What follows belongs to an exercise in optimizing a design on an open flow for small area, a short achievable clock period and few clock cycles per item; a production flow would make more cautious choices.
At most, simulation tests tie the RTL to the original design; equivalence was not proved.
No functional check of the RTL was part of runs 2 to 4.
Power figures rest on the tool's default switching activity, not on a simulated workload.

==> flow/design.v <==
package lkvc_pkg;
  localparam int LOOKUP_KEY_W = 16;
  localparam int VALUE_W      = 32;
  localparam int CAP_W        = 5;
  localparam int DEF_ENTRIES  = 16;
  localparam int PADDR_W      = 3;
  localparam int PDATA_W      = 32;
  localparam logic REG_CAPACITY = 1'b0;
  localparam logic [CAP_W-1:0] CAPACITY_RESET = CAP_W'(16);
  localparam logic OP_GET = 1'b0;
  localparam logic OP_SET = 1'b1;
endpackage
module lkvc_ctrl (
  input  logic                            clk,
  input  logic                            rst,
  input  logic                            req_valid,
  output logic                            req_ready,
  input  logic                            op,
  input  logic [lkvc_pkg::LOOKUP_KEY_W-1:0] lookup_key,
  input  logic [lkvc_pkg::VALUE_W-1:0]    store_value,
  output logic                            process,
  output logic                            q_op,
  output logic [lkvc_pkg::LOOKUP_KEY_W-1:0] q_key,
  output logic [lkvc_pkg::VALUE_W-1:0]    q_value,
  input  logic                            res_found,
  input  logic [lkvc_pkg::VALUE_W-1:0]    res_value,
  input  logic                            rsp_ready,
  output logic                            rsp_valid,
  output logic                            rsp_found,
  output logic [lkvc_pkg::VALUE_W-1:0]    rsp_read_value
);
  logic q_valid;
  logic out_free;
  assign out_free  = !rsp_valid || rsp_ready;
  assign process   = q_valid && out_free;
  assign req_ready = !q_valid || out_free;
  always_ff @(posedge clk) begin
    if (rst) begin
      q_valid <= 1'b0;
    end else if (req_ready) begin
      q_valid <= req_valid;
    end
  end
  always_ff @(posedge clk) begin
    if (req_ready) begin
      q_op    <= op;
      q_key   <= lookup_key;
      q_value <= store_value;
    end
  end
  always_ff @(posedge clk) begin
    if (rst) begin
      rsp_valid <= 1'b0;
    end else if (process) begin
      rsp_valid <= 1'b1;
    end else if (rsp_ready) begin
      rsp_valid <= 1'b0;
    end
  end
  always_ff @(posedge clk) begin
    if (process) begin
      rsp_found      <= res_found;
      rsp_read_value <= res_value;
    end
  end
endmodule
module lkvc_datapath #(
  parameter int ENTRIES = lkvc_pkg::DEF_ENTRIES
) (
  input  logic                              clk,
  input  logic                              rst,
  input  logic                              process,
  input  logic [lkvc_pkg::CAP_W-1:0]        capacity,
  input  logic                              op,
  input  logic [lkvc_pkg::LOOKUP_KEY_W-1:0] key,
  input  logic [lkvc_pkg::VALUE_W-1:0]      value,
  output logic                              res_found,
  output logic [lkvc_pkg::VALUE_W-1:0]      res_value
);
  localparam int KW = lkvc_pkg::LOOKUP_KEY_W;
  localparam int VW = lkvc_pkg::VALUE_W;
  logic [KW-1:0]      key_mem [ENTRIES];
  logic [VW-1:0]      val_mem [ENTRIES];
  logic [ENTRIES-1:0] valid;           
  logic [ENTRIES-1:0] match;
  logic [ENTRIES-1:0] behind;          
  logic [ENTRIES-1:0] cap_pos;         
  logic [ENTRIES-1:0] fill_shift;      
  logic [ENTRIES-1:0] shift;
  logic               hit;
  logic               full;
  logic               is_set;
  logic               ins;
  logic [VW-1:0]      hit_value;
  assign is_set = (op == lkvc_pkg::OP_SET);
  always_comb begin
    hit_value = '0;
    for (int i = 0; i < ENTRIES; i++) begin
      match[i]  = valid[i] && (key_mem[i] == key);
      hit_value = hit_value | ({VW{match[i]}} & val_mem[i]);
    end
  end
  assign hit = |match;
  always_comb begin
    behind[ENTRIES-1] = match[ENTRIES-1];
    for (int i = ENTRIES - 2; i >= 0; i--) begin
      behind[i] = behind[i+1] | match[i];
    end
  end
  always_comb begin
    for (int i = 0; i < ENTRIES; i++) begin
      cap_pos[i] = (capacity == lkvc_pkg::CAP_W'(i + 1)) ||
                   (i == 0 && capacity == '0) ||
                   (i == ENTRIES - 1 && capacity > lkvc_pkg::CAP_W'(ENTRIES));
    end
  end
  assign full = |(valid & cap_pos);
  assign ins  = is_set && !full;
  always_comb begin
    fill_shift[0] = 1'b1;
    for (int i = 1; i < ENTRIES; i++) begin
      fill_shift[i] = full ? valid[i] : valid[i-1];
    end
  end
  assign shift = hit ? behind : ({ENTRIES{is_set}} & fill_shift);
  always_ff @(posedge clk) begin
    if (process && shift[0]) begin
      key_mem[0] <= key;
      val_mem[0] <= is_set ? value : hit_value;
    end
    for (int i = 1; i < ENTRIES; i++) begin
      if (process && shift[i]) begin
        key_mem[i] <= key_mem[i-1];
        val_mem[i] <= val_mem[i-1];
      end
    end
  end
  always_ff @(posedge clk) begin
    if (rst) begin
      valid <= '0;
    end else if (process && !hit && ins) begin
      valid <= {valid[ENTRIES-2:0], 1'b1};
    end
  end
  assign res_found = hit && !is_set;
  assign res_value = is_set ? '0 : hit_value;
endmodule
module lru_key_value_cache_unit (
  input  logic                            clk,
  input  logic                            rst,
  input  logic                            req_valid,
  output logic                            req_ready,
  input  logic                            req_op,
  input  logic [lkvc_pkg::LOOKUP_KEY_W-1:0] req_lookup_key,
  input  logic [lkvc_pkg::VALUE_W-1:0]    req_store_value,
  output logic                            rsp_valid,
  input  logic                            rsp_ready,
  output logic                            rsp_found,
  output logic [lkvc_pkg::VALUE_W-1:0]    rsp_read_value,
  input  logic                            psel,
  input  logic                            penable,
  input  logic                            pwrite,
  input  logic [lkvc_pkg::PADDR_W-1:0]    paddr,
  input  logic [lkvc_pkg::PDATA_W-1:0]    pwdata,
  output logic [lkvc_pkg::PDATA_W-1:0]    prdata,
  output logic                            pready
);
  logic [lkvc_pkg::CAP_W-1:0]        capacity;
  logic                              process;
  logic                              q_op;
  logic [lkvc_pkg::LOOKUP_KEY_W-1:0] q_key;
  logic [lkvc_pkg::VALUE_W-1:0]      q_value;
  logic                              res_found;
  logic [lkvc_pkg::VALUE_W-1:0]      res_value;
  always_ff @(posedge clk) begin
    if (rst) begin
      capacity <= lkvc_pkg::CAPACITY_RESET;
    end else if (psel && penable && pwrite && paddr[2] == lkvc_pkg::REG_CAPACITY) begin
      capacity <= pwdata[lkvc_pkg::CAP_W-1:0];
    end
  end
  assign pready = 1'b1;
  assign prdata = (paddr[2] == lkvc_pkg::REG_CAPACITY) ? lkvc_pkg::PDATA_W'(capacity) : '0;
  lkvc_ctrl u_ctrl (
    .clk            (clk),
    .rst            (rst),
    .req_valid      (req_valid),
    .req_ready      (req_ready),
    .op             (req_op),
    .lookup_key     (req_lookup_key),
    .store_value    (req_store_value),
    .process        (process),
    .q_op           (q_op),
    .q_key          (q_key),
    .q_value        (q_value),
    .res_found      (res_found),
    .res_value      (res_value),
    .rsp_ready      (rsp_ready),
    .rsp_valid      (rsp_valid),
    .rsp_found      (rsp_found),
    .rsp_read_value (rsp_read_value)
  );
  lkvc_datapath u_datapath (
    .clk       (clk),
    .rst       (rst),
    .process   (process),
    .capacity  (capacity),
    .op        (q_op),
    .key       (q_key),
    .value     (q_value),
    .res_found (res_found),
    .res_value (res_value)
  );
endmodule
==> flow/run.sh <==
#!/bin/bash
# synth_recipe.tcl (not shown) runs the flow's synth.tcl, then flattens the netlist and writes it again
# the make line also repeats each setting of config.mk as NAME=value (left out here)
make -C /OpenROAD-flow-scripts/flow DESIGN_CONFIG=/design/flow/config.mk WORK_HOME=/design/flow/orfs CLKGATE_MAP_FILE= SYNTH_SCRIPT=/design/flow/synth_recipe.tcl finish
==> flow/config.mk <==
export PLATFORM = sky130hd
export DESIGN_NAME = lru_key_value_cache_unit
export DESIGN_NICKNAME = lru_key_value_cache_unit
export VERILOG_FILES = /design/flow/design.v
export SDC_FILE = /design/flow/constraint.sdc
export NUM_CORES = 4
export LEC_CHECK = 0
export CAP_MARGIN = 20
export CORE_MARGIN = 2
export CORE_UTILIZATION = 45
export PLACE_DENSITY = 0.6
export SLEW_MARGIN = 20
==> flow/constraint.sdc <==
create_clock -name core_clock -period 6.0 [get_ports {clk}]
set_input_delay 1.2000 -clock core_clock [delete_from_list [all_inputs] [get_ports {clk}]]
set_output_delay 1.2000 -clock core_clock [all_outputs]
set_load 0.01 [all_outputs]
==> results.toml, run 1 <==
[final_layout]
nNetsFinal = 2129
final_layout_size_suffix_gt1_share_pct = 10.6
layout_common_cells = "edfxtp_1 (850), xnor2_1 (256), a22o_1 (128), a221oi_1 (128), clkdlybuf4s50_1 (101)"
antenna-diode-count = 0
final_common_cell = "edfxtp_1"
postLayoutCellArea_um2 = 38700
syn2layout_area_growth_pct = 15.3
stdcell_count = 3074

[setup_path]
required_ps = 6330
slowest_stage = "edfxtp_1"
critPathTopFamily = "simple AND/OR/NAND/NOR gates"
worst-path-buf-inv = 3
path_cells = "buf_4 -> xnor2_1 -> nand4_1 -> nor4_1 -> and3_2 -> nor4_1 -> and4_1 -> nand2_1 -> buf_4 -> o21ai_4 -> buf_12"
slowest_delay_ps = 920
critPathCaptureType = "register"
worstPathArrival_ps = 5470
startpoint_type = "register"
critPathKind = "register to register"
path_max_fanout = 26
reg2reg_depth = 11
rr_endpoint = "u_datapath.val_mem[9][31]"
reg2reg_slack_ps = 860
r2r-start = "u_ctrl.q_key[1]"

[clock_network]
clock_sinks = 873
ctsHtreeMaxLevel = 3
clockBufferDepth = 3
insertion_delay_ps = 660
cts_made_buffers = 90
post_cts_resize_count = 0
holdBufCountCts = 0
cts_setup_buffers = 0
cts-root-buf = "clkbuf_16"
cts_tree = "done"
clk_pin_slew_ps = 60

[synth]
avgSynthCellArea_um2 = 17.7
synth-edff-count = 850
ys.flop_type = "edfxtp_1"
syn_area_um2 = 33600
ys_async_sr_fraction_pct = 0
synth-seq-cells = 873
synthCells = 1896
yosysWarnings = 5
yosysSeqAreaShare_pct = 77.4
yosysUniqueCellTypes = 42

[timing]
worstMarginPinSlew_ps = 1040
rsz0062_at_grt = "no"
setup_ws_ps = 856
fin_crit_ps = 5140
fin_skew_ps = 27.3
setup_viol = 0
clock.fmax_ghz = 0.194
hold_viol = 0
slew_violations = 0
slew_headroom_pct = 30.9
setup_tns_ps = 0
period_share_pct = 85.7

[pwr]
ir_drop_v = 0.000236
powerDensity_nw_per_um2 = 317
switching_share_pct = 20.7
power.total_uw = 12300
p_comb_share_pct = 2.5
p_clk_share_pct = 42.9
power.internal_uw = 9740
switchingPower_uw = 2550
seqPwrFrac_pct = 54.6
p_leak_uw = 0.0120

[drt]
ant_nets = 0
vias_per_cell = 5.94
drtIter0Drc = 2251
routedWlPerCell_um = 27.7
post-route-drc-count = 0
dr.pass1.iters = 6
wl_mm = 85.1
dr_total_vias = 18300

[global_route]
antenna_found_initial = 0
grt_usage_pct = 21.9
grt_pass1_wl_mm = 123
grt_overflow = 0
grt_max_degree = 49
grt_pass1_vias = 18600

[worst_hold_path]
worstHoldPathCells = 0
whs_endpoint = "u_datapath.val_mem[10][1]"
hp-class = "register to register"
min-delay-start = "u_datapath.val_mem[9][1]"

[floorplanning]
die_x_um = 277
rows = 100
die_h_um = 277
start_util_pct = 45.3
num_io_pins = 159
core_area_um2 = 74200
die-area_um2 = 76800

[placement]
pre_cts_ws_ps = 910
place.gp.congestion = 0.803
io_buffer_count = 101
dpl.cell_count = 2915
post_dp_cell_area_um2 = 36000
dp_hpwl_mm = 47.4

[run_status]
status = "no timing/DRC/antenna violations"

[job]
cap_violations = 0
-- cells in the mapped netlist, types with 8 or more instances --
| master | instances | area [um2] |
|---|---|---|
| xnor2_1 | 256 | 2240 |
| buf_6 | 17 | 191 |
| buf_4 | 44 | 330 |
| nand2_1 | 9 | 33.8 |
| dfxtp_1 | 23 | 460 |
| mux2i_1 | 35 | 350 |
| a22o_1 | 128 | 1120 |
| a221oi_1 | 128 | 1120 |
| nor4_1 | 21 | 131 |
| clkbuf_1 | 63 | 236 |
| and4_1 | 33 | 289 |
| nor2_1 | 78 | 293 |
| nor2b_1 | 8 | 50.1 |
| a21oi_1 | 37 | 185 |
| nand4_1 | 48 | 300 |
| and3_1 | 17 | 106 |
| nand2b_1 | 19 | 119 |
| edfxtp_1 | 850 | 25500 |
| buf_2 | 14 | 70.1 |
| nand3_1 | 16 | 80.1 |
-- power groups by stage --
stage                     combinational, uW  clock (uW)  sequential [uW]
after floorplan                         218           0             6800
after global placement                  311           0             6830
after detailed placement                313           0             6830
after CTS                               315        5370             6700
after global routing                    336        5600             6710
final                                   309        5280             6700
-- per-stage QoR --
stage / utilization [%] / hold WS, ps
floorplan: - / 421
global placement: 48.5 / 428
detailed placement: 48.5 / 433
CTS: 52.2 / 442
global route: 52.2 / 453
finish: 52.2 / 440
-- worst max-delay path by stage --
stage | from | endpoint | slack (ps) | depth (start not counted)
finish | u_ctrl.q_key[1] | u_datapath.val_mem[9][31] | 860 | 11
global route | u_ctrl.q_key[1] | u_datapath.val_mem[9][13] | 780 | 11
CTS | u_ctrl.q_key[1] | u_datapath.val_mem[9][31] | 910 | 11
detailed placement | u_ctrl.q_key[1] | u_datapath.val_mem[9][8] | 910 | 11
global placement | u_ctrl.q_key[1] | u_datapath.val_mem[9][8] | 1020 | 11
floorplan | u_ctrl.q_key[14] | u_datapath.key_mem[10][0] | 30 | 12
-- per-layer routing --
layer	wire, um	track usage, %	part of all wire (%)	up-vias
met5	0	0	0	-
met3	8400	4.99	9.9	167
met2	40100	35.2	47	1097
met1	34400	29.7	40	9182
met4	2140	7.32	2.5	0
li1	-	-	-	7807
-- layout make-up --
class | count | area (um2)
fillers | 5947 | 35500
flip-flops and latches | 873 | 26000
multi-input cells | 899 | 7060
clock buffers | 107 | 2320
repair buffers | 169 | 1710
well taps | 969 | 1210
clock inverters | 52 | 420
inverters | 5 | 18.8
-- cell families after synthesis --
logic type             synth area share [%]
AO/OA/AOI/OAI                          7.75
XOR/XNOR                               6.68
buffers and inverters                  2.60
flip-flops                             77.4
multiplexers                           1.19
other                                0.0224
AND/OR/NAND/NOR                        4.39
-- sequential cells by signal, summed over array words and instances (netlist names) --
signal                 flops
u_ctrl.rsp_valid           1
u_ctrl.q_key              16
u_datapath.val_mem       512
u_ctrl.q_valid             1
u_ctrl.q_op                1
u_ctrl.q_value            32
u_ctrl.rsp_read_value     32
u_datapath.key_mem       256
u_ctrl.rsp_found           1
capacity                   5
u_datapath.valid          16
Testbench counts, summed over its fixed seeds: cycles 9,616, items 9,600.
==> run 2, diff against run 1 <==
--- a/flow/design.v
+++ b/flow/design.v
@@ -23,11 +23,9 @@
   output logic [lkvc_pkg::LOOKUP_KEY_W-1:0] q_key,
   output logic [lkvc_pkg::VALUE_W-1:0]    q_value,
   input  logic                            res_found,
-  input  logic [lkvc_pkg::VALUE_W-1:0]    res_value,
   input  logic                            rsp_ready,
   output logic                            rsp_valid,
-  output logic                            rsp_found,
-  output logic [lkvc_pkg::VALUE_W-1:0]    rsp_read_value
+  output logic                            rsp_found
 );
   logic q_valid;
   logic out_free;
@@ -59,8 +57,7 @@
   end
   always_ff @(posedge clk) begin
     if (process) begin
-      rsp_found      <= res_found;
-      rsp_read_value <= res_value;
+      rsp_found <= res_found;
     end
   end
 endmodule
@@ -75,7 +72,7 @@
   input  logic [lkvc_pkg::LOOKUP_KEY_W-1:0] key,
   input  logic [lkvc_pkg::VALUE_W-1:0]      value,
   output logic                              res_found,
-  output logic [lkvc_pkg::VALUE_W-1:0]      res_value
+  output logic [lkvc_pkg::VALUE_W-1:0]      mru_value
 );
   localparam int KW = lkvc_pkg::LOOKUP_KEY_W;
   localparam int VW = lkvc_pkg::VALUE_W;
@@ -143,7 +140,7 @@
     end
   end
   assign res_found = hit && !is_set;
-  assign res_value = is_set ? '0 : hit_value;
+  assign mru_value = val_mem[0];
 endmodule
 module lru_key_value_cache_unit (
   input  logic                            clk,
@@ -171,7 +168,7 @@
   logic [lkvc_pkg::LOOKUP_KEY_W-1:0] q_key;
   logic [lkvc_pkg::VALUE_W-1:0]      q_value;
   logic                              res_found;
-  logic [lkvc_pkg::VALUE_W-1:0]      res_value;
+  logic [lkvc_pkg::VALUE_W-1:0]      mru_value;
   always_ff @(posedge clk) begin
     if (rst) begin
       capacity <= lkvc_pkg::CAPACITY_RESET;
@@ -181,6 +178,7 @@
   end
   assign pready = 1'b1;
   assign prdata = (paddr[2] == lkvc_pkg::REG_CAPACITY) ? lkvc_pkg::PDATA_W'(capacity) : '0;
+  assign rsp_read_value = rsp_found ? mru_value : '0;
   lkvc_ctrl u_ctrl (
     .clk            (clk),
     .rst            (rst),
@@ -194,11 +192,9 @@
     .q_key          (q_key),
     .q_value        (q_value),
     .res_found      (res_found),
-    .res_value      (res_value),
     .rsp_ready      (rsp_ready),
     .rsp_valid      (rsp_valid),
-    .rsp_found      (rsp_found),
-    .rsp_read_value (rsp_read_value)
+    .rsp_found      (rsp_found)
   );
   lkvc_datapath u_datapath (
     .clk       (clk),
@@ -209,6 +205,6 @@
     .key       (q_key),
     .value     (q_value),
     .res_found (res_found),
-    .res_value (res_value)
+    .mru_value (mru_value)
   );
 endmodule
--- a/flow/config.mk
+++ b/flow/config.mk
@@ -9,4 +9,5 @@
 export CORE_MARGIN = 2
 export CORE_UTILIZATION = 45
 export PLACE_DENSITY = 0.6
+export SETUP_SLACK_MARGIN = 3.2
 export SLEW_MARGIN = 20
==> results.toml, run 2 <==
[final_layout]
syn2layout_area_growth_pct = 35.3
largest_register = "u_datapath.val_mem"
final_layout_size_suffix_gt1_share_pct = 32.4
fillerInstances = 4960
nNetsFinal = 2374
final_common_cell = "edfxtp_1"
stdcell_count = 3310
fin_util_pct = 61.2
reg_top3 = "u_datapath.val_mem: 512 flops, u_datapath.key_mem: 256 flops, u_ctrl.q_value: 32 flops"
largest_register_ffs = 512
layout_common_cells = "edfxtp_1 (818), xnor2_1 (231), a22o_1 (128), clkbuf_16 (116), buf_4 (106)"

[setup_path]
rr_endpoint = "u_datapath.val_mem[7][26]"
reg2reg_slack_ps = 2500
critPathKind = "register to register"
startpoint_type = "register"
worstPathArrival_ps = 3850
crit_path_frequent_cell = "buf_12"
r2r-start = "u_ctrl.q_key[2]"
critPathCaptureType = "register"
worst-path-buf-inv = 5
critPathTopFamily = "simple AND/OR/NAND/NOR gates"
slowest_stage = "or3b_4"
path_max_fanout = 6
required_ps = 6350
slowest_delay_ps = 450
path_cells = "buf_12 -> buf_6 -> xnor2_1 -> nand4_1 -> nor4_2 -> and3_4 -> nor4_4 -> and3_4 -> or3b_4 -> buf_12 -> o21ai_4 -> buf_6 -> buf_12"
reg2reg_depth = 13

[pwr]
powerDensity_nw_per_um2 = 277
seqPwrFrac_pct = 52.2
p_leak_uw = 0.0151
p_clk_share_pct = 44.0
ir_drop_v = 0.000223
switchingPower_uw = 2580
power.internal_uw = 9750
p_comb_share_pct = 3.9
switching_share_pct = 20.9

[synth]
synth_common_cells = "edfxtp_1 (818), xnor2_1 (248), a221oi_1 (129), a22o_1 (128), nand4_1 (79)"
yosysUniqueCellTypes = 53
ys.flop_type = "edfxtp_1"
syn_area_um2 = 32900
yosys.area.top_type = "edfxtp_1"
yosysMostFrequentCell = "edfxtp_1"
yosysWarnings = 5
ys_async_sr_fraction_pct = 0
synth-edff-count = 818
yosysSeqAreaShare_pct = 76.1
synth_fa_ha_area_share_pct = 0
synthSimpleGateAreaFrac_pct = 4.33
synth_top_family_by_area = "compound AO/OA/AOI/OAI gates"
synthCells = 1830
synth-seq-cells = 841
synth.area.top_cells = "edfxtp_1 (75%), xnor2_1 (6.6%), a221oi_1 (3.4%)"
synth_mux_area_share_pct = 2.27
synth_compound_area_share_pct = 7.59
avgSynthCellArea_um2 = 18.0
synth-xor-area-share_pct = 6.82
yosys.area.top_type_share_pct = 74.7

[drt]
drtIter0Drc = 3394
ant_nets = 0
wl_met2_mm = 51.5
wl_met1_mm = 41.3
dr_total_vias = 21400
dr.pass1.iters = 6
top_layer = "met4"
wl_mm = 117
routedWlPerCell_um = 35.2
post-route-drc-count = 0
wl_met3_mm = 16.0
vias_per_cell = 6.46

[timing]
hold_viol = 0
period_share_pct = 58.3
clock.fmax_ghz = 0.286
rsz0062_at_grt = "yes"
fin_skew_ps = 37.3
setup_ws_ps = 2500
setup_viol = 0
worstMarginPinSlew_ps = 941
hold_ws_ps = 443
fin_crit_ps = 3500
setup_tns_ps = 0
slew_violations = 0
slew_headroom_pct = 37.2

[worst_hold_path]
min-delay-start = "u_datapath.val_mem[14][29]"
whs_endpoint = "u_datapath.val_mem[15][29]"
worstHoldPathCells = 0
hp-class = "register to register"

[global_route]
grt_overflow = 0
antenna_found_initial = 1
grt_pass1_vias = 20300
grt_usage_pct = 29.1
grt_pass1_wl_mm = 152
grt_max_degree = 37

[floorplanning]
start_util_pct = 45.2
core_area_um2 = 72700
die_x_um = 274
rows = 99
die-area_um2 = 75300
num_io_pins = 159
die_h_um = 274

[clock_network]
cts_made_buffers = 85
holdBufCountCts = 0
clock_sinks = 841
clockBufferDepth = 3
insertion_delay_ps = 660
clk_pin_slew_ps = 70
cts_tree = "done"
cts-root-buf = "clkbuf_16"
ctsHtreeMaxLevel = 3

[placement]
place.gp.congestion = 0.809
dpl.cell_count = 2844
pre_cts_ws_ps = 1470
io_buffer_count = 101
dp_hpwl_mm = 47.0

[job]
cap_violations = 0

[run_status]
status = "no timing/DRC/antenna violations"
==> run 2: area by class of cell <==
cell class / instances / area (um2) / area share (%)
multi-input cells: 880 / 8410 / 18.9
flip-flops and latches: 841 / 25000 / 56.2
inverters: 5 / 22.5 / 0.0506
clock buffers: 109 / 2300 / 5.17
clock inverters: 44 / 463 / 1.04
diodes: 2 / 5.00 / 0.0112
repair buffers: 470 / 7070 / 15.9
well taps: 959 / 1200 / 2.70
==> run 2: power groups by stage <==
stage	registers, uW	clock network, uW	logic [uW]
2_1_floorplan	6530	0	233
3_3_place_gp	6570	0	294
3_5_place_dp	6570	0	295
4_1_cts	6420	5420	441
5_1_grt	6430	5670	501
6_report	6430	5420	478
==> run 2: kinds of logic (layout without fill, tap and decap cells) <==
| family | Yosys count | in the layout |
|---|---|---|
| flops | 841 | 841 |
| compound gates | 287 | 293 |
| xor+xnor | 256 | 256 |
| other cells | 2 | 30 |
| simple gates | 231 | 234 |
| buf+inv | 144 | 628 |
| mux | 69 | 69 |
==> run 2: repair_timing <==
item	CTS	global route
setup buffers	167	48
pin swaps	57	81
gates cloned	67	29
gates resized for setup	515	199
setup endpoints to repair	856	855
hold endpoints to repair	0	0
==> run 2: metal layers <==
| metal | up-vias | GRT usage, % |
|---|---|---|
| met4 | 0 | 14.5 |
| li1 | 8252 | - |
| met2 | 1938 | 43.8 |
| met3 | 437 | 7.58 |
| met5 | - | 0.642 |
| met1 | 10800 | 39.2 |
==> run 2: worst reg2reg max path: stages, from the launching register on <==
cell      delay (ps)
edfxtp_1         420
buf_12           170
buf_6            140
xnor2_1          120
nand4_1          130
nor4_2            80
and3_4           210
nor4_4           380
and3_4           280
or3b_4           450
buf_12           180
o21ai_4          250
buf_6            220
buf_12           180
==> run 2: worst max-delay path by stage <==
stage               cells past startpoint  slack [ps]                   endpoint        startpoint
global route                           14        2450  u_datapath.val_mem[7][18]   u_ctrl.q_key[3]
detailed placement                     11        1470  u_datapath.val_mem[9][13]  u_ctrl.q_key[12]
finish                                 13        2500  u_datapath.val_mem[7][26]   u_ctrl.q_key[2]
floorplan                              12        2470  u_datapath.key_mem[11][0]   u_ctrl.q_key[1]
CTS                                    13        2590  u_datapath.val_mem[7][23]  u_ctrl.q_key[12]
global placement                        9        1550   u_datapath.key_mem[2][3]   u_ctrl.q_key[5]
==> run 2: metrics by stage <==
stage	area, um2	total power, uW
detailed placement	35100	6870
global route	44500	12600
CTS	42600	12300
global placement	35100	6870
finish	44500	12300
floorplan	33200	6770
==> run 3, diff against run 2 <==
--- a/flow/config.mk
+++ b/flow/config.mk
@@ -5,6 +5,7 @@
 export SDC_FILE = /design/flow/constraint.sdc
 export NUM_CORES = 4
 export LEC_CHECK = 0
+export ABC_AREA = 1
 export CAP_MARGIN = 20
 export CORE_MARGIN = 2
 export CORE_UTILIZATION = 45
==> results.toml, run 3 <==
[global_route]
antenna_found_initial = 2
grt_overflow = 0
grt_max_degree = 51
grt_pass1_wl_mm = 208
grt_usage_pct = 32.5
grt_pass1_vias = 30500

[drt]
vias_per_cell = 5.67
wl_met1_mm = 57.8
drtIter0Drc = 4634
wl_met2_mm = 68.8
dr_total_vias = 33100
post-route-drc-count = 0
wl_mm = 153
dr.pass1.iters = 6
wl_met3_mm = 19.3
routedWlPerCell_um = 26.2
ant_nets = 0
top_layer = "met5"

[floorplanning]
die_x_um = 298
die-area_um2 = 88700
die_h_um = 298
start_util_pct = 45.5
rows = 107
core_area_um2 = 85300
num_io_pins = 159

[setup_path]
critPathTopFamily = "buffers and inverters"
path_max_fanout = 8
reg2reg_slack_ps = 2790
required_ps = 6380
critPathKind = "register to register"
reg2reg_depth = 22
worstSetupPathDepth = 22
rr_endpoint = "u_datapath.val_mem[15][22]"
crit_path_end = "u_datapath.val_mem[15][22]"
slowest_delay_ps = 370
slowest_stage = "edfxtp_1"
critPathCaptureType = "register"
startpoint_type = "register"
startpoint = "u_ctrl.q_key[11]"
path_cells = "buf_6 -> buf_6 -> buf_4 -> nand2_1 -> nand2_1 -> nor2_1 -> nand2_1 -> nor2_2 -> nand3_4 -> nand2_4 -> nor2_4 -> nand2_4 -> nor2_4 -> buf_12 -> buf_8 -> buf_4 -> o21ai_2 -> nand2_2 -> nor2_4 -> buf_12 -> buf_12 -> buf_16"
worstPathArrival_ps = 3600
worst-path-buf-inv = 9
r2r-start = "u_ctrl.q_key[11]"

[clock_network]
ctsHtreeMaxLevel = 3
clock_sinks = 841
cts_tree = "done"
insertion_delay_ps = 710
cts_made_buffers = 93
cts-root-buf = "clkbuf_16"
clk_pin_slew_ps = 60
clockBufferDepth = 3

[timing]
slew_violations = 0
hold_viol = 0
hold_ws_ps = 440
setup_viol = 0
slew_headroom_pct = 48.0
fin_skew_ps = 60.6
period_share_pct = 53.6
setup_tns_ps = 0
clock.fmax_ghz = 0.311
fin_crit_ps = 3210
rsz0062_at_grt = "yes"
worstMarginPinSlew_ps = 780

[final_layout]
largest_register = "u_datapath.val_mem"
antenna-diode-count = 0
syn2layout_area_growth_pct = 35.4
nNetsFinal = 4722
layout_common_cells = "nand2_1 (1372), edfxtp_1 (818), nor2_1 (487), inv_1 (387), nand4_1 (143)"
reg_top3 = "u_datapath.val_mem: 512 flops, u_datapath.key_mem: 256 flops, u_ctrl.q_value: 32 flops"
final_layout_size_suffix_gt1_share_pct = 22.0
largest_register_ffs = 512
final_common_cell = "nand2_1"

[synth]
yosysSeqAreaShare_pct = 64.4
ys.flop_type = "edfxtp_1"
ys_async_sr_fraction_pct = 0
yosysWarnings = 5
synthCells = 4098
yosys.area.top_type = "edfxtp_1"
synth_common_cells = "nand2_1 (1547), edfxtp_1 (818), nor2_1 (573), inv_1 (422)"
yosysMostFrequentCell = "nand2_1"
yosys.area.top_type_share_pct = 63.3
synth-seq-cells = 841
syn_area_um2 = 38800
yosysUniqueCellTypes = 42
synth.area.top_cells = "edfxtp_1 (63%), nand2_1 (15%), nor2_1 (5.5%)"
synth-edff-count = 818
avgSynthCellArea_um2 = 9.48

[pwr]
powerDensity_nw_per_um2 = 258
p_leak_uw = 0.0221
ir_drop_v = 0.000318

[placement]
dp_hpwl_mm = 85.9
place.gp.congestion = 0.979
io_buffer_count = 101

[job]
cap_violations = 0

[worst_hold_path]
hp-class = "register to register"

[run_status]
status = "no timing/DRC/antenna violations"
run 3: cell count changes in the layout (fill, tap and decap cells not counted), sizes merged, moves of 43 or more:
cell    change
a22o      -128
nand4      +64
nand3     +129
a221oi    -129
xnor2     -242
nor2      +558
nand2    +1539
buf        +87
inv       +430
o21ai      +68
a21oi      +61
nor3       +43
run 3: where the power goes:
group	leakage [uW]	switching [uW]	internal (uW)	total, uW
sequential	0.00765	90.3	6510	6600
combinational	0.0129	710	460	1170
clock	0.00148	2550	3260	5810
total	0.0221	3350	10200	13600
run 3: area by class of cell:
type	instances	area, um2
repair buffers	540	8070
clock buffers	107	2380
inverters	444	1830
well taps	1144	1430
fillers	6710	32700
repair inverters	1	7.51
clock inverters	59	671
flip-flops and latches	841	25000
multi-input cells	2710	13200
run 3: through the flow:
stage	setup slack, ps	instances	power [uW]	utilization, %	instance area, um2
after floorplan	3060	4124	7160	-	39400
after global placement	1650	5341	7470	49.0	41800
after detailed placement	1630	5341	7480	49.0	41800
after CTS	2840	5776	13400	59.0	50300
after global routing	2740	5846	13900	61.6	52600
final	2790	5846	13600	61.6	52600
run 3: kinds of logic after synthesis:
| kind of cell | count (synthesis) | synth area share (%) |
|---|---|---|
| buffers and inverters | 575 | 6.51 |
| XOR/XNOR | 36 | 0.909 |
| AND/OR/NAND/NOR | 2495 | 26.2 |
| AO/OA/AOI/OAI | 149 | 1.95 |
| other | 2 | 0.0193 |
| flip-flops | 841 | 64.4 |
run 3: how the worst min path moves through the flow:
stage,startpoint,end,slack [ps],cells after the start
6_report,u_datapath.val_mem[14][22],u_datapath.val_mem[15][22],440,0
5_1_grt,u_datapath.val_mem[11][3],u_datapath.val_mem[12][3],440,0
4_1_cts,u_datapath.val_mem[5][15],u_datapath.val_mem[6][15],430,0
3_5_place_dp,u_datapath.val_mem[12][10],u_datapath.val_mem[13][10],430,0
3_3_place_gp,u_datapath.val_mem[9][2],u_datapath.val_mem[10][2],430,0
2_1_floorplan,u_datapath.val_mem[10][0],u_datapath.val_mem[11][0],430,0
run 3: repair_timing:
item                                    4_1_cts  5_1_grt
hold buffers                                  0        0
endpoints found under the setup margin      857      853
setup buffers                               200       52
gates cloned                                 69       18
pin swaps                                    71      124
resized for setup                           616      410
run 3: worst reg2reg max path: cells and delay by family, from the launching register on:
family | cells | cell delay [ps]
buffers and inverters | 9 | 1300
DFF | 1 | 370
and+or+nand+nor | 12 | 1200
AOI/OAI and AO/OA | 1 | 50
run 3: layer usage:
metal,vias to the layer above,global-route usage (%)
met4,4,12.9
met2,2338,50.8
met1,15900,43.9
met3,433,7.58
li1,14500,-
met5,-,0
==> run 4, diff against run 3 <==
--- a/flow/design.v
+++ b/flow/design.v
@@ -66,7 +66,9 @@
 ) (
   input  logic                              clk,
   input  logic                              rst,
-  input  logic                              process,
+  input  logic                              capture,     
+  input  logic [lkvc_pkg::LOOKUP_KEY_W-1:0] in_key,      
+  input  logic                              process,     
   input  logic [lkvc_pkg::CAP_W-1:0]        capacity,
   input  logic                              op,
   input  logic [lkvc_pkg::LOOKUP_KEY_W-1:0] key,
@@ -79,21 +81,40 @@
   logic [KW-1:0]      key_mem [ENTRIES];
   logic [VW-1:0]      val_mem [ENTRIES];
   logic [ENTRIES-1:0] valid;           
-  logic [ENTRIES-1:0] match;
+  logic [ENTRIES-1:0] match;           
+  logic [ENTRIES-1:0] in_match;        
+  logic [ENTRIES-1:0] next_match;      
+  logic               in_fwd;          
   logic [ENTRIES-1:0] behind;          
   logic [ENTRIES-1:0] cap_pos;         
   logic [ENTRIES-1:0] fill_shift;      
   logic [ENTRIES-1:0] shift;
+  logic [ENTRIES-1:0] upd;
   logic               hit;
   logic               full;
   logic               is_set;
-  logic               ins;
   logic [VW-1:0]      hit_value;
   assign is_set = (op == lkvc_pkg::OP_SET);
   always_comb begin
+    for (int i = 0; i < ENTRIES; i++) begin
+      in_match[i] = valid[i] && (key_mem[i] == in_key);
+    end
+  end
+  assign in_fwd = (key == in_key);
+  always_comb begin
+    next_match[0] = upd[0] ? in_fwd : in_match[0];
+    for (int i = 1; i < ENTRIES; i++) begin
+      next_match[i] = upd[i] ? in_match[i-1] : in_match[i];
+    end
+  end
+  always_ff @(posedge clk) begin
+    if (capture) begin
+      match <= next_match;
+    end
+  end
+  always_comb begin
     hit_value = '0;
     for (int i = 0; i < ENTRIES; i++) begin
-      match[i]  = valid[i] && (key_mem[i] == key);
       hit_value = hit_value | ({VW{match[i]}} & val_mem[i]);
     end
   end
@@ -112,7 +133,6 @@
     end
   end
   assign full = |(valid & cap_pos);
-  assign ins  = is_set && !full;
   always_comb begin
     fill_shift[0] = 1'b1;
     for (int i = 1; i < ENTRIES; i++) begin
@@ -120,13 +140,14 @@
     end
   end
   assign shift = hit ? behind : ({ENTRIES{is_set}} & fill_shift);
-  always_ff @(posedge clk) begin
-    if (process && shift[0]) begin
+  assign upd   = {ENTRIES{process}} & shift;
+  always_ff @(posedge clk) begin
+    if (upd[0]) begin
       key_mem[0] <= key;
       val_mem[0] <= is_set ? value : hit_value;
     end
     for (int i = 1; i < ENTRIES; i++) begin
-      if (process && shift[i]) begin
+      if (upd[i]) begin
         key_mem[i] <= key_mem[i-1];
         val_mem[i] <= val_mem[i-1];
       end
@@ -135,7 +156,7 @@
   always_ff @(posedge clk) begin
     if (rst) begin
       valid <= '0;
-    end else if (process && !hit && ins) begin
+    end else if (process && !hit && is_set && !full) begin
       valid <= {valid[ENTRIES-2:0], 1'b1};
     end
   end
@@ -199,6 +220,8 @@
   lkvc_datapath u_datapath (
     .clk       (clk),
     .rst       (rst),
+    .capture   (req_ready),
+    .in_key    (req_lookup_key),
     .process   (process),
     .capacity  (capacity),
     .op        (q_op),
--- a/flow/config.mk
+++ b/flow/config.mk
@@ -5,10 +5,9 @@
 export SDC_FILE = /design/flow/constraint.sdc
 export NUM_CORES = 4
 export LEC_CHECK = 0
-export ABC_AREA = 1
 export CAP_MARGIN = 20
 export CORE_MARGIN = 2
 export CORE_UTILIZATION = 45
 export PLACE_DENSITY = 0.6
-export SETUP_SLACK_MARGIN = 3.2
+export SETUP_SLACK_MARGIN = 3.0
 export SLEW_MARGIN = 20
==> results.toml, run 4 <==
[run_status]
status = "no timing/DRC/antenna violations"

[timing]
clock.fmax_ghz = 0.305
fin_skew_ps = 63.1
slew_headroom_pct = 11.7
hold_viol = 0
worstMarginPinSlew_ps = 1320
fin_crit_ps = 3270
rsz0062_at_grt = "yes"
setup_viol = 0
slew_violations = 0
period_share_pct = 54.6
setup_ws_ps = 2730
setup_tns_ps = 0

[synth]
yosysSeqAreaShare_pct = 76.4
syn_area_um2 = 33400
yosysMostFrequentCell = "edfxtp_1"
synth_common_cells = "edfxtp_1 (834), xnor2_1 (188), a22oi_1 (126), clkbuf_1 (93), xor2_1 (84)"
yosys.area.top_type = "edfxtp_1"
avgSynthCellArea_um2 = 16.9
yosysWarnings = 5
synth-seq-cells = 857
yosysUniqueCellTypes = 58
yosys.area.top_type_share_pct = 75.0
synth.area.top_cells = "edfxtp_1 (75%), xnor2_1 (4.9%), a22oi_1 (2.8%)"
synth-edff-count = 834
ys.flop_type = "edfxtp_1"
ys_async_sr_fraction_pct = 0
synthCells = 1975

[drt]
post-route-drc-count = 0
wl_mm = 114
dr_total_vias = 21700
ant_nets = 0
vias_per_cell = 6.37
drtIter0Drc = 3435
routedWlPerCell_um = 33.5
dr.pass1.iters = 7

[setup_path]
worstSetupPathDepth = 9
slowest_delay_ps = 690
required_ps = 6430
path_cells = "nor4_4 -> nand2_2 -> or4_1 -> nor2_1 -> nor2_1 -> a221o_4 -> buf_12 -> buf_12 -> buf_12"
worstPathArrival_ps = 3700
crit_path_frequent_cell = "buf_12"
startpoint_type = "register"
critPathCaptureType = "register"
path_max_fanout = 6
reg2reg_depth = 9
critPathTopFamily = "simple AND/OR/NAND/NOR gates"
slowest_stage = "or4_1"
worst-path-buf-inv = 3
critPathKind = "register to register"

[floorplanning]
die_x_um = 276
num_io_pins = 159
rows = 99
die-area_um2 = 76400
core_area_um2 = 73200
die_h_um = 276
start_util_pct = 45.6

[pwr]
power.total_uw = 13500
p_leak_uw = 0.0149
powerDensity_nw_per_um2 = 307
ir_drop_v = 0.000215

[global_route]
grt_max_degree = 48
grt_pass1_wl_mm = 154
grt_usage_pct = 28.3
grt_pass1_vias = 21000
grt_overflow = 0
antenna_found_initial = 3

[job]
cap_violations = 0

[clock_network]
cts_tree = "done"
clockBufferDepth = 3
clk_pin_slew_ps = 70
ctsHtreeMaxLevel = 3
cts-root-buf = "clkbuf_16"
clock_sinks = 857
holdBufCountCts = 0
cts_made_buffers = 89
insertion_delay_ps = 700

[final_layout]
largest_register = "u_datapath.val_mem"
largest_register_ffs = 512
final_common_cell = "edfxtp_1"
syn2layout_area_growth_pct = 31.5
stdcell_count = 3409
final_layout_size_suffix_gt1_share_pct = 24.6
nNetsFinal = 2472
reg_top3 = "u_datapath.val_mem: 512 flops, u_datapath.key_mem: 256 flops, u_ctrl.q_value: 32 flops"
layout_common_cells = "edfxtp_1 (834), xnor2_1 (188), a22oi_1 (126), clkbuf_16 (100), buf_12 (93)"

[placement]
dpl.cell_count = 2978
io_buffer_count = 101
place.gp.congestion = 0.803
dp_hpwl_mm = 52.5
pre_cts_ws_ps = 1490

[worst_hold_path]
hp-class = "register to register"
worstHoldPathCells = 0
==> run 4: what timing repair did <==
item,4_1_cts,5_1_grt
gates cloned,61,16
gates resized for setup,314,154
buffers inserted,145,49
pin swaps,37,35
setup endpoints to repair,790,834
hold endpoints to repair,0,0
==> run 4: where the power goes <==
part | switching (uW) | internal, uW | leakage, uW
Clock | 2440 | 3390 | 0.00146
Combinational | 473 | 415 | 0.00552
Sequential | 88.2 | 6670 | 0.00787
Total | 3000 | 10500 | 0.0149
==> run 4: layout make-up <==
class / count / area (um2)
multi-input combinational: 997 / 8110
timing repair buffer: 408 / 5930
inverter: 28 / 105
tap: 959 / 1200
fill: 5211 / 29300
clock buffer: 102 / 2280
antenna: 1 / 2.50
clock inverter: 57 / 762
sequential: 857 / 25500
==> run 4: worst paths after layout <==
kind / start / to / slack [ps]
min reg2reg: u_datapath.val_mem[3][12] / u_datapath.val_mem[4][12] / 420
max: u_datapath.match[14] / u_datapath.val_mem[3][7] / 2730
min: u_datapath.val_mem[3][12] / u_datapath.val_mem[4][12] / 420
max reg2reg: u_datapath.match[14] / u_datapath.val_mem[3][7] / 2730
==> run 4: kinds of logic after synthesis <==
family	synth area share [%]
muxes	1.36
xor gates and xnor gates	7.13
AOI/OAI and AO/OA	7.70
and+or+nand+nor	5.09
buffers and inverters	2.32
DFF	76.4
other	0.0225
==> run 4: routing by layer <==
layer  share of wire, %  vias to the layer above  wire (um)  track usage, %
met5              0.034                        -         39               0
met4                6.4                        6       7300            14.1
met3                 12                      411      13700            7.59
met2                 46                     1731      52500            44.6
met1                 36                    11000      40600            36.2
li1                   -                     8629          -               -
==> run 4: worst reg2reg max path, cell delays in order, from the launching register on <==
cell      delay [ps]
edfxtp_1         440
nor4_4           430
nand2_2          210
or4_1            690
nor2_1           190
nor2_1           150
a221o_4          450
buf_12           180
buf_12           130
buf_12           130
==> run 4: per-stage QoR <==
stage	area, um2	util (%)	hold slack, ps
floorplan	33800	-	427
global placement	35700	48.8	429
detailed placement	35700	48.8	434
CTS	42600	58.2	423
global route	43900	60.0	425
finish	43900	60.0	424
==> run 5, diff against run 4 <==
--- a/flow/design.v
+++ b/flow/design.v
@@ -86,6 +86,7 @@
   logic [ENTRIES-1:0] next_match;      
   logic               in_fwd;          
   logic [ENTRIES-1:0] behind;          
+  logic [ENTRIES-1:0] next_behind;
   logic [ENTRIES-1:0] cap_pos;         
   logic [ENTRIES-1:0] fill_shift;      
   logic [ENTRIES-1:0] shift;
@@ -107,24 +108,25 @@
       next_match[i] = upd[i] ? in_match[i-1] : in_match[i];
     end
   end
+  always_comb begin
+    next_behind[ENTRIES-1] = next_match[ENTRIES-1];
+    for (int i = ENTRIES - 2; i >= 0; i--) begin
+      next_behind[i] = next_behind[i+1] | next_match[i];
+    end
+  end
   always_ff @(posedge clk) begin
     if (capture) begin
-      match <= next_match;
-    end
-  end
+      behind <= next_behind;
+    end
+  end
+  assign match = behind & ~{1'b0, behind[ENTRIES-1:1]};
   always_comb begin
     hit_value = '0;
     for (int i = 0; i < ENTRIES; i++) begin
       hit_value = hit_value | ({VW{match[i]}} & val_mem[i]);
     end
   end
-  assign hit = |match;
-  always_comb begin
-    behind[ENTRIES-1] = match[ENTRIES-1];
-    for (int i = ENTRIES - 2; i >= 0; i--) begin
-      behind[i] = behind[i+1] | match[i];
-    end
-  end
+  assign hit = behind[0];
   always_comb begin
     for (int i = 0; i < ENTRIES; i++) begin
       cap_pos[i] = (capacity == lkvc_pkg::CAP_W'(i + 1)) ||
--- a/flow/config.mk
+++ b/flow/config.mk
@@ -9,5 +9,5 @@
 export CORE_MARGIN = 2
 export CORE_UTILIZATION = 45
 export PLACE_DENSITY = 0.6
-export SETUP_SLACK_MARGIN = 3.0
+export SETUP_SLACK_MARGIN = 3.4
 export SLEW_MARGIN = 20
==> results.toml, run 5 <==
[floorplanning]
num_io_pins = 159
start_util_pct = 45.3
rows = 100
die-area_um2 = 77000
die_h_um = 277
core_area_um2 = 74200
die_x_um = 277

[global_route]
grt_max_degree = 54
grt_pass1_wl_mm = 152
antenna_found_initial = 1
grt_overflow = 0
grt_pass1_vias = 21200
grt_usage_pct = 27.5

[synth]
avgSynthCellArea_um2 = 16.4
yosysUniqueCellTypes = 70
yosysWarnings = 5
synth-seq-cells = 857
ys_async_sr_fraction_pct = 0
synth_common_cells = "edfxtp_1 (834), xnor2_1 (164), a22oi_1 (163), xor2_1 (108), clkbuf_1 (91)"
yosys.area.top_type = "edfxtp_1"
yosysMostFrequentCell = "edfxtp_1"
ys.flop_type = "edfxtp_1"
yosysSeqAreaShare_pct = 75.8
synthCells = 2050
yosys.area.top_type_share_pct = 74.4
synth-edff-count = 834
synth.area.top_cells = "edfxtp_1 (74%), xnor2_1 (4.3%), a22oi_1 (3.6%)"
syn_area_um2 = 33600

[timing]
fin_skew_ps = 22.4
setup_tns_ps = 0
worstMarginPinSlew_ps = 904
fin_crit_ps = 3460
hold_viol = 0
period_share_pct = 57.6
slew_headroom_pct = 39.6
clock.fmax_ghz = 0.289
setup_viol = 0
slew_violations = 0
rsz0062_at_grt = "yes"
hold_ws_ps = 439

[final_layout]
stdcell_count = 3450
largest_register_ffs = 512
largest_register = "u_datapath.val_mem"
nNetsFinal = 2501
syn2layout_area_growth_pct = 29.4
layout_common_cells = "edfxtp_1 (834), xnor2_1 (164), a22oi_1 (163), xor2_1 (108), clkbuf_16 (103)"
antenna-diode-count = 0
final_common_cell = "edfxtp_1"
fin_util_pct = 58.7
final_layout_size_suffix_gt1_share_pct = 23.7
reg_top3 = "u_datapath.val_mem: 512 flops, u_datapath.key_mem: 256 flops, u_ctrl.q_value: 32 flops"

[setup_path]
startpoint_type = "input pin"
required_ps = 6330
reg2reg_slack_ps = 2550
rr_endpoint = "u_datapath.behind[1]"
critPathKind = "input pin to register"
path_max_fanout = 8
r2r-start = "capacity[0]"
critPathCaptureType = "register"
reg2reg_depth = 11
worstPathArrival_ps = 3780

[pwr]
power.total_uw = 12400
p_leak_uw = 0.0146
powerDensity_nw_per_um2 = 284
ir_drop_v = 0.000235

[job]
cap_violations = 0

[placement]
io_buffer_count = 101
dp_hpwl_mm = 53.3
place.gp.congestion = 0.808
dpl.cell_count = 3072

[clock_network]
insertion_delay_ps = 660
cts-root-buf = "clkbuf_16"
cts_tree = "done"
clockBufferDepth = 3
cts_made_buffers = 91
clk_pin_slew_ps = 70
clock_sinks = 857
ctsHtreeMaxLevel = 3
holdBufCountCts = 0

[drt]
routedWlPerCell_um = 31.7
dr_total_vias = 21300
drtIter0Drc = 2915
wl_mm = 109
dr.pass1.iters = 8
ant_nets = 0
post-route-drc-count = 0
vias_per_cell = 6.18

[run_status]
status = "no timing/DRC/antenna violations"

[worst_hold_path]
min-delay-start = "u_datapath.val_mem[2][18]"
whs_endpoint = "u_datapath.val_mem[3][18]"
hp-class = "register to register"
worstHoldPathCells = 0
-- run 5: cell types whose count changed after synthesis, sizes merged, moves of 10 or more --
cell	previous run	this run
mux2i	15	26
inv	28	45
xnor2	188	164
a22oi	126	163
xor2	84	108
nor2b	5	25
mux2	25	5
a22o	65	28
nand4	80	90
nor3	29	16
a21oi	40	51
nor2	24	57
a221oi	65	52
-- run 5: layout make-up --
| cell class | instances | area [um2] |
|---|---|---|
| tap | 969 | 1210 |
| timing repair buffer | 373 | 5630 |
| sequential | 857 | 25500 |
| clock buffer | 115 | 2400 |
| fill | 5479 | 30700 |
| timing repair inverter | 3 | 26.3 |
| inverter | 45 | 193 |
| clock inverter | 49 | 344 |
| multi-input combinational | 1039 | 8210 |
-- run 5: through the flow --
| stage | instance area (um2) | setup WS [ps] |
|---|---|---|
| after floorplan | 33800 | 1150 |
| after CTS | 42500 | 2920 |
| after global placement | 36100 | 1230 |
| after global routing | 43500 | 2560 |
| after detailed placement | 36100 | 1300 |
| final | 43500 | 2540 |
-- run 5: metal layers --
| metal | track usage (%) | share of wire (%) | vias to the layer above |
|---|---|---|---|
| li1 | - | - | 8741 |
| met1 | 36.4 | 38 | 10800 |
| met2 | 43.8 | 47 | 1528 |
| met3 | 6.29 | 11 | 252 |
| met4 | 11.4 | 4.2 | 2 |
| met5 | 0 | 0.012 | - |
-- run 5: worst max path at each step --
stage	to	startpoint	depth (start not counted)	slack [ps]
floorplan	u_datapath.behind[2]	rsp_ready	10	1150
global placement	u_datapath.behind[2]	req_lookup_key[8]	10	1230
detailed placement	u_datapath.val_mem[15][13]	rsp_ready	7	1300
CTS	u_datapath.behind[1]	req_lookup_key[13]	10	2920
global route	u_datapath.behind[1]	req_lookup_key[5]	11	2560
finish	u_datapath.behind[1]	req_lookup_key[5]	11	2540
-- run 5: report_power, final --
group	leakage (uW)	internal, uW	switching, uW
clock	0.00135	2930	2400
combinational	0.00539	214	268
sequential	0.00783	6530	32.6
total	0.0146	9670	2700
-- run 5: cell families (layout without fill, tap and decap cells) --
kind of cell / Yosys count / after routing / synth area share [%]
compound gates: 355 / 357 / 8.01
other cells: 2 / 28 / 0.0223
mux: 31 / 31 / 0.963
xor+xnor: 272 / 272 / 7.08
buf+inv: 183 / 585 / 2.47
flops: 857 / 857 / 75.8
simple gates: 350 / 351 / 5.65
-- run 5: repair_timing --
item,CTS,global route
cloned,62,11
setup buffers,112,29
resized for setup,519,129
pin swaps,27,20
endpoints found under the setup margin,849,788
-- run 5: worst max-delay path, stage by stage --
cell	delay [ps]
clkdlybuf4s15_2	380
buf_6	220
xor2_1	220
nor4_2	60
nand4_1	240
nor3_4	90
buf_4	150
buf_4	130
a22o_2	340
nor4_2	460
nand4_1	290
Testbench counts of run 5, summed over its fixed seeds: cycles 9,616, items 9,600.
==> run 6, diff against run 5 <==
--- a/flow/config.mk
+++ b/flow/config.mk
@@ -9,5 +9,5 @@
 export CORE_MARGIN = 2
 export CORE_UTILIZATION = 45
 export PLACE_DENSITY = 0.6
-export SETUP_SLACK_MARGIN = 3.4
+export SETUP_SLACK_MARGIN = 3.0
 export SLEW_MARGIN = 20
==> results.toml, run 6 <==
[timing]
rsz0062_at_grt = "yes"
hold_ws_ps = 438
period_share_pct = 52.0
worstMarginPinSlew_ps = 905
fin_skew_ps = 18.5
slew_headroom_pct = 39.5
clock.fmax_ghz = 0.321
setup_tns_ps = 0
slew_violations = 0
hold_viol = 0
fin_crit_ps = 3120
setup_viol = 0
setup_ws_ps = 2880

[final_layout]
final_layout_size_suffix_gt1_share_pct = 16.1
nNetsFinal = 2338
syn2layout_area_growth_pct = 18.7
final_common_cell = "edfxtp_1"
layout_common_cells = "edfxtp_1 (834), xnor2_1 (164), a22oi_1 (163), xor2_1 (108), clkbuf_16 (97)"
reg_top3 = "u_datapath.val_mem: 512 flops, u_datapath.key_mem: 256 flops, u_ctrl.q_value: 32 flops"
largest_register_ffs = 512
antenna-diode-count = 0
stdcell_count = 3287
largest_register = "u_datapath.val_mem"

[synth]
synth_top_family_by_area = "compound AO/OA/AOI/OAI gates"
yosysSeqAreaShare_pct = 75.8
ys.flop_type = "edfxtp_1"
synthSimpleGateAreaFrac_pct = 5.65
avgSynthCellArea_um2 = 16.4
yosysMostFrequentCell = "edfxtp_1"
synth.area.top_cells = "edfxtp_1 (74%), xnor2_1 (4.3%), a22oi_1 (3.6%)"
synthCells = 2050
syn_area_um2 = 33600
yosys.area.top_type_share_pct = 74.4
yosysUniqueCellTypes = 70
synth_mux_area_share_pct = 0.963
synth_common_cells = "edfxtp_1 (834), xnor2_1 (164), a22oi_1 (163), xor2_1 (108), clkbuf_1 (91)"
synth-xor-area-share_pct = 7.08
synth-edff-count = 834
synth_fa_ha_area_share_pct = 0
yosysWarnings = 5
synth_compound_area_share_pct = 8.01
yosys.area.top_type = "edfxtp_1"
ys_async_sr_fraction_pct = 0
synth-seq-cells = 857

[floorplanning]
die_h_um = 277
start_util_pct = 45.3
rows = 100
die-area_um2 = 77000
core_area_um2 = 74200
die_x_um = 277
num_io_pins = 159

[drt]
dr_total_vias = 20000
ant_nets = 0
routedWlPerCell_um = 29.3
top_layer = "met4"
dr.pass1.iters = 6
wl_met1_mm = 38.4
wl_met2_mm = 46.8
wl_mm = 96.5
post-route-drc-count = 0
wl_met3_mm = 8.79
vias_per_cell = 6.08
drtIter0Drc = 2187

[setup_path]
r2r-start = "capacity[1]"
startpoint_type = "register"
required_ps = 6380
reg2reg_depth = 11
path_max_fanout = 6
critPathKind = "register to register"
worstPathArrival_ps = 3500
reg2reg_slack_ps = 2880
rr_endpoint = "u_datapath.behind[3]"
critPathCaptureType = "register"

[clock_network]
clockBufferDepth = 3
ctsHtreeMaxLevel = 3
cts_made_buffers = 91
insertion_delay_ps = 660
clk_pin_slew_ps = 60
cts-root-buf = "clkbuf_16"
cts_tree = "done"
holdBufCountCts = 0
clock_sinks = 857

[worst_hold_path]
worstHoldPathCells = 0
whs_endpoint = "u_datapath.val_mem[14][18]"
min-delay-start = "u_datapath.val_mem[13][18]"
hp-class = "register to register"

[pwr]
ir_drop_v = 0.000232
p_leak_uw = 0.0130
powerDensity_nw_per_um2 = 308
power.total_uw = 12300

[placement]
pre_cts_ws_ps = 1300
dpl.cell_count = 3072
place.gp.congestion = 0.808
dp_hpwl_mm = 53.3
io_buffer_count = 101

[job]
cap_violations = 0

[global_route]
antenna_found_initial = 0
grt_usage_pct = 24.4
grt_pass1_vias = 20300
grt_pass1_wl_mm = 138
grt_overflow = 0
grt_max_degree = 54

[run_status]
status = "no timing/DRC/antenna violations"
==> run 6: cell counts after synthesis <==
Identical to the previous run, type by type.
==> run 6: area by class of cell <==
| cell class | count | area, um2 |
|---|---|---|
| inverters | 45 | 203 |
| repair buffers | 213 | 2170 |
| clock inverters | 49 | 344 |
| flip-flops and latches | 857 | 25500 |
| well taps | 969 | 1210 |
| multi-input cells | 1039 | 8110 |
| fillers | 5934 | 34200 |
| clock buffers | 115 | 2400 |
==> run 6: cells by family after synthesis <==
group,after synthesis
buf+inv,183
simple gates,350
compound gates,355
flops,857
xor+xnor,272
mux,31
other cells,2
==> run 6: worst max-delay path by stage <==
stage / from / end / slack [ps] / cells after the start
final: capacity[1] / u_datapath.behind[3] / 2880 / 11
after global placement: req_lookup_key[8] / u_datapath.behind[2] / 1230 / 10
after global routing: capacity[1] / u_datapath.behind[3] / 2770 / 12
after detailed placement: rsp_ready / u_datapath.val_mem[15][13] / 1300 / 7
after CTS: capacity[0] / u_datapath.behind[1] / 2870 / 11
after floorplan: rsp_ready / u_datapath.behind[2] / 1150 / 10
==> run 6: timing repair <==
action,CTS,global route
gates resized for setup,221,96
gates cloned,4,5
pin swaps,22,25
buffers inserted,34,8
endpoints found under the hold margin,0,0
endpoints found under the setup margin,806,377
==> run 6: worst max-delay path: stages, from the launching register on <==
cell      delay [ps]
dfxtp_4          390
mux2_4           300
a221o_1          330
a211oi_4         210
buf_6            160
o211ai_4         130
buf_12           190
o221a_2          320
o21ai_1          230
nand4_1          250
nor2_2           220
nand4_1          120
==> run 6: where the power goes <==
part	switching (uW)	internal [uW]	leakage [uW]
combinational	259	188	0.00382
sequential	31.6	6530	0.00783
clock	2370	2930	0.00135
total	2660	9640	0.0130
==> run 6: metrics by stage <==
stage	util, %	cell area, um2
3_5_place_dp	48.7	36100
4_1_cts	53.4	39600
3_3_place_gp	48.7	36100
2_1_floorplan	-	33800
6_report	53.9	40000
5_1_grt	53.9	40000
==> run 6: per-layer routing <==
metal	global-route usage [%]	up-vias
li1	-	8362
met1	33.0	10200
met2	39.9	1220
met3	4.97	180
met4	7.27	0
met5	0	-
==> run 7, diff against run 6 <==
--- a/flow/design.v
+++ b/flow/design.v
@@ -18,6 +18,7 @@
   input  logic                            op,
   input  logic [lkvc_pkg::LOOKUP_KEY_W-1:0] lookup_key,
   input  logic [lkvc_pkg::VALUE_W-1:0]    store_value,
+  output logic                            busy,
   output logic                            process,
   output logic                            q_op,
   output logic [lkvc_pkg::LOOKUP_KEY_W-1:0] q_key,
@@ -29,6 +30,7 @@
 );
   logic q_valid;
   logic out_free;
+  assign busy      = q_valid;
   assign out_free  = !rsp_valid || rsp_ready;
   assign process   = q_valid && out_free;
   assign req_ready = !q_valid || out_free;
@@ -68,8 +70,9 @@
   input  logic                              rst,
   input  logic                              capture,     
   input  logic [lkvc_pkg::LOOKUP_KEY_W-1:0] in_key,      
+  input  logic                              busy,        
   input  logic                              process,     
-  input  logic [lkvc_pkg::CAP_W-1:0]        capacity,
+  input  logic [lkvc_pkg::CAP_W-1:0]        next_capacity,  
   input  logic                              op,
   input  logic [lkvc_pkg::LOOKUP_KEY_W-1:0] key,
   input  logic [lkvc_pkg::VALUE_W-1:0]      value,
@@ -90,9 +93,12 @@
   logic [ENTRIES-1:0] cap_pos;         
   logic [ENTRIES-1:0] fill_shift;      
   logic [ENTRIES-1:0] shift;
-  logic [ENTRIES-1:0] upd;
+  logic [ENTRIES-1:0] upd;             
+  logic [ENTRIES-1:0] upd_fwd;         
+  logic [ENTRIES-1:0] next_valid;
+  logic               ins;
   logic               hit;
-  logic               full;
+  logic               full;            
   logic               is_set;
   logic [VW-1:0]      hit_value;
   assign is_set = (op == lkvc_pkg::OP_SET);
@@ -103,9 +109,9 @@
   end
   assign in_fwd = (key == in_key);
   always_comb begin
-    next_match[0] = upd[0] ? in_fwd : in_match[0];
+    next_match[0] = upd_fwd[0] ? in_fwd : in_match[0];
     for (int i = 1; i < ENTRIES; i++) begin
-      next_match[i] = upd[i] ? in_match[i-1] : in_match[i];
+      next_match[i] = upd_fwd[i] ? in_match[i-1] : in_match[i];
     end
   end
   always_comb begin
@@ -129,12 +135,18 @@
   assign hit = behind[0];
   always_comb begin
     for (int i = 0; i < ENTRIES; i++) begin
-      cap_pos[i] = (capacity == lkvc_pkg::CAP_W'(i + 1)) ||
-                   (i == 0 && capacity == '0) ||
-                   (i == ENTRIES - 1 && capacity > lkvc_pkg::CAP_W'(ENTRIES));
-    end
-  end
-  assign full = |(valid & cap_pos);
+      cap_pos[i] = (next_capacity == lkvc_pkg::CAP_W'(i + 1)) ||
+                   (i == 0 && next_capacity == '0) ||
+                   (i == ENTRIES - 1 && next_capacity > lkvc_pkg::CAP_W'(ENTRIES));
+    end
+  end
+  always_ff @(posedge clk) begin
+    if (rst) begin
+      full <= 1'b0;
+    end else begin
+      full <= |(next_valid & cap_pos);
+    end
+  end
   always_comb begin
     fill_shift[0] = 1'b1;
     for (int i = 1; i < ENTRIES; i++) begin
@@ -142,7 +154,8 @@
     end
   end
   assign shift = hit ? behind : ({ENTRIES{is_set}} & fill_shift);
-  assign upd   = {ENTRIES{process}} & shift;
+  assign upd     = {ENTRIES{process}} & shift;
+  assign upd_fwd = {ENTRIES{busy}} & shift;
   always_ff @(posedge clk) begin
     if (upd[0]) begin
       key_mem[0] <= key;
@@ -158,10 +171,12 @@
   always_ff @(posedge clk) begin
     if (rst) begin
       valid <= '0;
-    end else if (process && !hit && is_set && !full) begin
-      valid <= {valid[ENTRIES-2:0], 1'b1};
-    end
-  end
+    end else begin
+      valid <= next_valid;
+    end
+  end
+  assign ins        = process && !hit && is_set && !full;
+  assign next_valid = ins ? {valid[ENTRIES-2:0], 1'b1} : valid;
   assign res_found = hit && !is_set;
   assign mru_value = val_mem[0];
 endmodule
@@ -186,17 +201,22 @@
   output logic                            pready
 );
   logic [lkvc_pkg::CAP_W-1:0]        capacity;
+  logic [lkvc_pkg::CAP_W-1:0]        next_capacity;
+  logic                              cap_write;
+  logic                              busy;
   logic                              process;
   logic                              q_op;
   logic [lkvc_pkg::LOOKUP_KEY_W-1:0] q_key;
   logic [lkvc_pkg::VALUE_W-1:0]      q_value;
   logic                              res_found;
   logic [lkvc_pkg::VALUE_W-1:0]      mru_value;
+  assign cap_write     = psel && penable && pwrite && paddr[2] == lkvc_pkg::REG_CAPACITY;
+  assign next_capacity = cap_write ? pwdata[lkvc_pkg::CAP_W-1:0] : capacity;
   always_ff @(posedge clk) begin
     if (rst) begin
       capacity <= lkvc_pkg::CAPACITY_RESET;
-    end else if (psel && penable && pwrite && paddr[2] == lkvc_pkg::REG_CAPACITY) begin
-      capacity <= pwdata[lkvc_pkg::CAP_W-1:0];
+    end else begin
+      capacity <= next_capacity;
     end
   end
   assign pready = 1'b1;
@@ -210,6 +230,7 @@
     .op             (req_op),
     .lookup_key     (req_lookup_key),
     .store_value    (req_store_value),
+    .busy           (busy),
     .process        (process),
     .q_op           (q_op),
     .q_key          (q_key),
@@ -224,8 +245,9 @@
     .rst       (rst),
     .capture   (req_ready),
     .in_key    (req_lookup_key),
+    .busy      (busy),
     .process   (process),
-    .capacity  (capacity),
+    .next_capacity (next_capacity),
     .op        (q_op),
     .key       (q_key),
     .value     (q_value),
--- a/flow/config.mk
+++ b/flow/config.mk
@@ -8,6 +8,8 @@
 export CAP_MARGIN = 20
 export CORE_MARGIN = 2
 export CORE_UTILIZATION = 45
+export CTS_BUF_LIST = sky130_fd_sc_hd__clkbuf_8
+export CTS_CLUSTER_SIZE = 24
 export PLACE_DENSITY = 0.6
-export SETUP_SLACK_MARGIN = 3.0
+export SETUP_SLACK_MARGIN = 3.1
 export SLEW_MARGIN = 20
==> results.toml, run 7 <==
[pwr]
switchingPower_uw = 2630
p_leak_uw = 0.0129
switching_share_pct = 22.4
ir_drop_v = 0.000165
seqPwrFrac_pct = 56.0
p_comb_share_pct = 3.9
p_clk_share_pct = 40.0
powerDensity_nw_per_um2 = 298
power.internal_uw = 9090

[final_layout]
nNetsFinal = 2389
reg_top3 = "u_datapath.val_mem: 512 flops, u_datapath.key_mem: 256 flops, u_ctrl.q_value: 32 flops"
layout_common_cells = "edfxtp_1 (834), a22oi_1 (170), clkbuf_8 (147), xnor2_1 (145), xor2_1 (128)"
largest_register_ffs = 512
largest_register = "u_datapath.val_mem"
final_layout_size_suffix_gt1_share_pct = 17.3
fin_util_pct = 52.8
final_common_cell = "edfxtp_1"
syn2layout_area_growth_pct = 16.5
stdcell_count = 3369

[placement]
place.gp.congestion = 0.846
dp_hpwl_mm = 51.8
dpl.cell_count = 3092
io_buffer_count = 101

[timing]
slew_headroom_pct = 25.0
worstMarginPinSlew_ps = 1120
fin_crit_ps = 3160
setup_viol = 0
rsz0062_at_grt = "yes"
slew_violations = 0
fin_skew_ps = 28.4
period_share_pct = 52.7
clock.fmax_ghz = 0.316
setup_tns_ps = 0
hold_viol = 0

[synth]
yosys.area.top_type_share_pct = 74.3
synth_common_cells = "edfxtp_1 (834), a22oi_1 (170), xnor2_1 (145), xor2_1 (128), clkbuf_1 (76)"
yosysMostFrequentCell = "edfxtp_1"
synth-edff-count = 834
avgSynthCellArea_um2 = 16.3
synth.area.top_cells = "edfxtp_1 (74%), a22oi_1 (3.8%), xnor2_1 (3.8%)"
ys.flop_type = "edfxtp_1"
yosysUniqueCellTypes = 56
yosysWarnings = 5
ys_async_sr_fraction_pct = 0
yosys.area.top_type = "edfxtp_1"
synth-seq-cells = 858
syn_area_um2 = 33700
synthCells = 2069
yosysSeqAreaShare_pct = 75.7

[clock_network]
clk_pin_slew_ps = 70
ctsHtreeMaxLevel = 4
cts_tree = "done"
clock_sinks = 858
insertion_delay_ps = 800
clockBufferDepth = 3
cts_made_buffers = 142
cts-root-buf = "clkbuf_8"

[setup_path]
worstPathArrival_ps = 1960
critPathKind = "register to primary output"
critPathCaptureType = "primary output"
startpoint_type = "register"
reg2reg_slack_ps = 3010
path_max_fanout = 8
required_ps = 4800

[global_route]
grt_max_degree = 39
grt_pass1_vias = 20300
antenna_found_initial = 2
grt_usage_pct = 23.8
grt_overflow = 0
grt_pass1_wl_mm = 134

[drt]
drtIter0Drc = 2432
ant_nets = 0
dr.pass1.iters = 8
routedWlPerCell_um = 27.4
vias_per_cell = 5.94
post-route-drc-count = 0
wl_mm = 92.4
dr_total_vias = 20000

[job]
cap_violations = 0

[floorplanning]
die_x_um = 278
num_io_pins = 159
rows = 100
start_util_pct = 45.4
die_h_um = 278
die-area_um2 = 77100
core_area_um2 = 74300

[run_status]
status = "no timing/DRC/antenna violations"

[worst_hold_path]
hp-class = "register to register"
## run 7: cell count changes after synthesis, moves of 7 or more
cell,change
buf_4,+12
buf_2,+15
xor2_1,+20
clkbuf_1,-15
nand4_1,-17
a22oi_1,+7
o21ai_0,+11
a22o_1,-7
nand2_1,+24
xnor2_1,-19
a211oi_1,-7
## run 7: area by class of cell
cell class | count | area [um2]
Clock buffer | 147 | 2020
Fill cell | 6090 | 35100
Multi-Input combinational cell | 1063 | 7970
Tap cell | 969 | 1210
Sequential cell | 858 | 25500
Inverter | 37 | 139
Clock inverter | 97 | 487
Antenna cell | 2 | 5.00
Timing Repair Buffer | 196 | 1900
## run 7: path summary, 6_finish.rpt
check	startpoint	endpoint	depth (start not counted)
max reg2reg	u_datapath.full	u_datapath.behind[0]	7
max	u_ctrl.rsp_found	rsp_read_value[6]	5
min	u_datapath.val_mem[12][1]	u_datapath.val_mem[13][1]	0
min reg2reg	u_datapath.val_mem[12][1]	u_datapath.val_mem[13][1]	0
## run 7: power groups by stage
stage          clock network [uW]  registers [uW]  logic (uW)
3_3_place_gp                    0            6690         426
3_5_place_dp                    0            6690         430
5_1_grt                      5040            6560         496
6_report                     4690            6560         460
4_1_cts                      4780            6560         454
2_1_floorplan                   0            6670         285
## run 7: kinds of logic after synthesis
family	count (synthesis)	share of synthesized area, %
compound gates	360	8.01
other cells	2	0.0223
simple gates	373	5.88
buf+inv	179	2.54
xor+xnor	273	7.09
flops	858	75.7
mux	24	0.735
## run 7: per-layer routing
layer  vias up  share of wire, %  global-route usage (%)
met4         2               3.0                    8.58
met5         -             0.071                       0
li1       8511                 -                       -
met1     10100                40                    31.7
met2      1223                47                    37.8
met3       210               9.8                    6.26
## run 7: worst max-delay path, cell delays in order, from the launching register on
cell and delay, ps:
edfxtp_1 420, buf_12 180, buf_16 160, buf_6 130, and2_4 170, buf_6 120
## run 7: repair_timing
item / 4_1_cts / 5_1_grt
resized for setup: 288 / 51
pin swaps: 16 / 4
setup buffers: 12 / 10
setup endpoints to repair: 578 / 276
hold buffers: 0 / 0
cloned: 7 / 1
## run 7: metrics by stage
stage	power (uW)	hold WS [ps]	worst slack (ps)	instance area (um2)
after floorplan	6960	425	2720	34200
after global placement	7110	428	1490	36100
after detailed placement	7120	434	1440	36100
after CTS	11800	436	2800	39000
after global routing	12100	448	2780	39300
final	11700	430	2840	39300
Testbench counts of run 7, summed over its fixed seeds: cycles 9,616, items 9,600.

Check on run 7: ideal ports give 2.838 ns setup slack; a clkbuf_16 on the clock port and buf_2 on the inputs give 2.781 ns; moving port delays by the midpoint clock arrival (0.845 ns) as well gives 2.143 ns.
